What follows belongs to an exercise in optimizing a design on an open flow for small area and few clock cycles per item; a production flow would make more cautious choices. The RTL was checked by simulation tests, not by an equivalence proof against the original design.

==> trial 16: inputs <==
// str_dot_top
module str_dot_top (
    input  logic               clk,
    input  logic               rst,
    input  logic [63:0]        in_a,
    input  logic [63:0]        in_b,
    input  logic               in_last,
    input  logic               in_valid,
    output logic               in_ready,
    output logic signed [14:0] out_dot,
    output logic signed [10:0] out_sum,
    output logic               out_last,
    output logic               out_valid,
    input  logic               out_ready
);
    logic [36:0] dot_d_q;
    wire  [36:0] dot_d_n = {c1351, i1352, c1346, c1340, s1348, c1338, c1313, c1311, s1337, s1335, c1305, i1314, c1271, s1310, s1270, s1268, c1141, s1212, c1139, s1208, c1055, s1140, c1052, s1132, s1054, i954, c845, s932, c1359, c741, c738, s846, s844, s842, s1358, s1356, s1354};
    logic [10:0] sum_d_q;
    wire  [10:0] sum_d_n = {sum_d_f[10], sum_d_f[9], sum_d_f[8], sum_d_f[7], sum_d_f[6], sum_d_f[5], sum_d_f[4], sum_d_f[3], sum_d_f[2], sum_d_f[1], sum_d_f[0]};
    wire lc1 = (in_a[0] & in_b[1]) & (in_a[1] & in_b[0]);
    wire lc2 = ((in_a[0] & in_b[2]) & (in_a[1] & in_b[1])) | ((in_a[0] & in_b[2]) & (in_a[2] & in_b[0])) | ((in_a[1] & in_b[1]) & (in_a[2] & in_b[0]));
    wire ls3 = (in_a[0] & in_b[2]) ^ (in_a[1] & in_b[1]) ^ (in_a[2] & in_b[0]);
    wire lc4 = lc1 & ls3;
    wire lc5 = ((in_a[0] & in_b[3]) & (in_a[1] & in_b[2])) | ((in_a[0] & in_b[3]) & (in_a[2] & in_b[1])) | ((in_a[1] & in_b[2]) & (in_a[2] & in_b[1]));
    wire ls6 = (in_a[0] & in_b[3]) ^ (in_a[1] & in_b[2]) ^ (in_a[2] & in_b[1]);
    wire lc7 = ((in_a[3] & in_b[0]) & lc2) | ((in_a[3] & in_b[0]) & lc4) | (lc2 & lc4);
    wire ls8 = (in_a[3] & in_b[0]) ^ lc2 ^ lc4;
    wire lc9 = ls6 & ls8;
    wire q10 = ~(in_a[0] & in_b[4]);
    wire q11 = ~(in_a[0] & in_b[5]);
    wire q12 = ~(in_a[0] & in_b[6]);
    wire q13 = ~(in_a[0] & in_b[7]);
    wire q14 = ~(in_a[1] & in_b[3]);
    wire q15 = ~(in_a[1] & in_b[4]);
  ...
clock: 6.0 ns
lec_check: 0
cap_margin: 20
core_margin: 2
core_utilization: 70
cts_buf_list: sky130_fd_sc_hd__clkbuf_8
gpl_timing_driven: 0
place_density: 0.8
setup_slack_margin: 0.05
slew_margin: 20
synth_hierarchical: 1
standard.sh (not shown) runs the stock make flow with config.mk's settings and CLKGATE_MAP_FILE= SYNTH_SCRIPT=/design/flow/synth_recipe.tcl, a recipe that flattens the netlist after the stock synthesis.
==> flow/flow/run.sh <==
#!/bin/bash
# Standard ORFS layout (the standard.sh, unchanged synthesis), with the port
# buffers made from a small plain buffer instead of the default choice, and a
# clock tree without dummy loads.
set -euo pipefail
bash standard.sh BUFFER_PORTS_ARGS="-buffer_cell sky130_fd_sc_hd__buf_2" \
  CTS_ARGS="-sink_clustering_enable -repair_clock_nets -buf_list sky130_fd_sc_hd__clkbuf_8 -dont_use_dummy_load" \
  finish > flow.log 2>&1
==> build 15: changes against trial 16 <==
==> flow/run.sh (new file) <==
#!/bin/bash
# synth_recipe.tcl (not shown) runs the flow's synth.tcl, then flattens the netlist and writes it again
# the make line also repeats each setting of config.mk as NAME=value (left out here)
make -C /OpenROAD-flow-scripts/flow DESIGN_CONFIG=/design/flow/config.mk WORK_HOME=/design/flow/orfs CLKGATE_MAP_FILE= SYNTH_SCRIPT=/design/flow/synth_recipe.tcl finish
Settings changed: CORE_UTILIZATION 70 to 40, CTS_BUF_LIST sky130_fd_sc_hd__clkbuf_8 to unset, PLACE_DENSITY 0.8 to 0.6, SETUP_SLACK_MARGIN 0.05 to unset.
removed: flow/flow/run.sh
removed: flow/standard.sh
==> trial 20: changes against trial 16 <==
==> flow/run.sh (new file) <==
#!/bin/bash
# synth_recipe.tcl (not shown) runs the flow's synth.tcl, then flattens the netlist and writes it again
# the make line also repeats each setting of config.mk as NAME=value (left out here)
make -C /OpenROAD-flow-scripts/flow DESIGN_CONFIG=/design/flow/config.mk WORK_HOME=/design/flow/orfs CLKGATE_MAP_FILE= SYNTH_SCRIPT=/design/flow/synth_recipe.tcl finish
Settings changed: CORE_UTILIZATION 70 to 40, CTS_BUF_LIST sky130_fd_sc_hd__clkbuf_8 to unset, GPL_TIMING_DRIVEN 0 to unset, PLACE_DENSITY 0.8 to 0.6, SETUP_SLACK_MARGIN 0.05 to unset.
removed: flow/flow/run.sh
removed: flow/standard.sh
==> qor summary <==
metric                                                                              trial 16                    build 15                    trial 20
Number of cells on the critical path                                                      11                          11                          12
Worst slew margin relative to its limit                                               53.12%                      51.33%                      55.47%
Total met3 wirelength after detailed routing                                         8666 um                     6483 um                     5485 um
Clock root cell                                                    sky130_fd_sc_hd__clkbuf_8  sky130_fd_sc_hd__clkbuf_16  sky130_fd_sc_hd__clkbuf_16
Result of the run                                           no timing/DRC/antenna violations  no timing/DRC/antenna violations             failed layout checks
Violated checks                                                                            -                           -        negative setup slack
Fraction of met3 tracks used by global routing                                        24.33%                      9.664%                      5.310%
Routed met2 length                                                                  22880 um                    24680 um                    27860 um
Router iterations before antenna repair                                                    5                           5                           8
Depth of the most critical reg-to-reg path                                                 1                           1                           2
Post-Route Setup TNS                                                                    0 ps                        0 ps                   -67.36 ps
Mean routed wirelength per cell                                                     32.16 um                    29.33 um                    28.83 um
Worst hold slack                                                                     1042 ps                     1047 ps                    988.3 ps
Clock network area share                                                             0.4238%                     0.9354%                     0.7954%
Floorplan die area                                                                 22500 um2                   38860 um2                   38860 um2
Slowest Stage Delay on Critical Path                                                  700 ps                      610 ps                      620 ps
Number of antenna violations at the first check in global routing                          2                           1                           2
Total number of tap cells                                                                275                         468                         468
Uppermost metal layer occupied by signal nets                                           met5                        met5                        met4
Critical path launch point                                                           in_a[9]                    in_a[35]                    in_b[24]
Wire length of the first global-routing pass                                        77670 um                    82210 um                    86910 um
Hold_sp                                                                                  rst                   out_valid                   out_valid
Die Span Y                                                                          150.0 um                    197.1 um                    197.1 um
Testbench counts of trial 16, summed over its fixed seeds: cycles 2,056, items 2,048.
Testbench counts of build 15, summed over its fixed seeds: cycles 2,056, items 2,048.
Testbench counts of trial 20, summed over its fixed seeds: cycles 2,056, items 2,048.

[re-timing with driven ports]
How much do the figures lean on ideal ports? The routed layouts below were timed once more, with nothing changed but the port constraints.
Step 1, drivers: a clkbuf_16 drives clk and a buf_2 each remaining input, both assumed.
Step 2 moves the port delays by t, midway between the first and last clock arrival at a register: inputs arrive t later, outputs are due t later. That takes back most of the time a late clock gives input paths.
Slacks: no drivers / after step 1 / after step 2; pairs: no drivers / after step 1.
run	t, ns	setup slack, ns	worst data-port slew with drivers (ns)
trial 16	0.348	0.028 / 0.025 / -0.323	0.07
build 15	0.329	0.049 / 0.049 / -0.266	0.08
trial 20	0.334	-0.067 / -0.080 / -0.414	0.06
With both steps, setup timing fails in trial 16 and build 15, where it was met with ideal ports. The setup slack of trial 16, which loses most, moves by -0.003 ns with the drivers and by -0.351 ns with both steps.
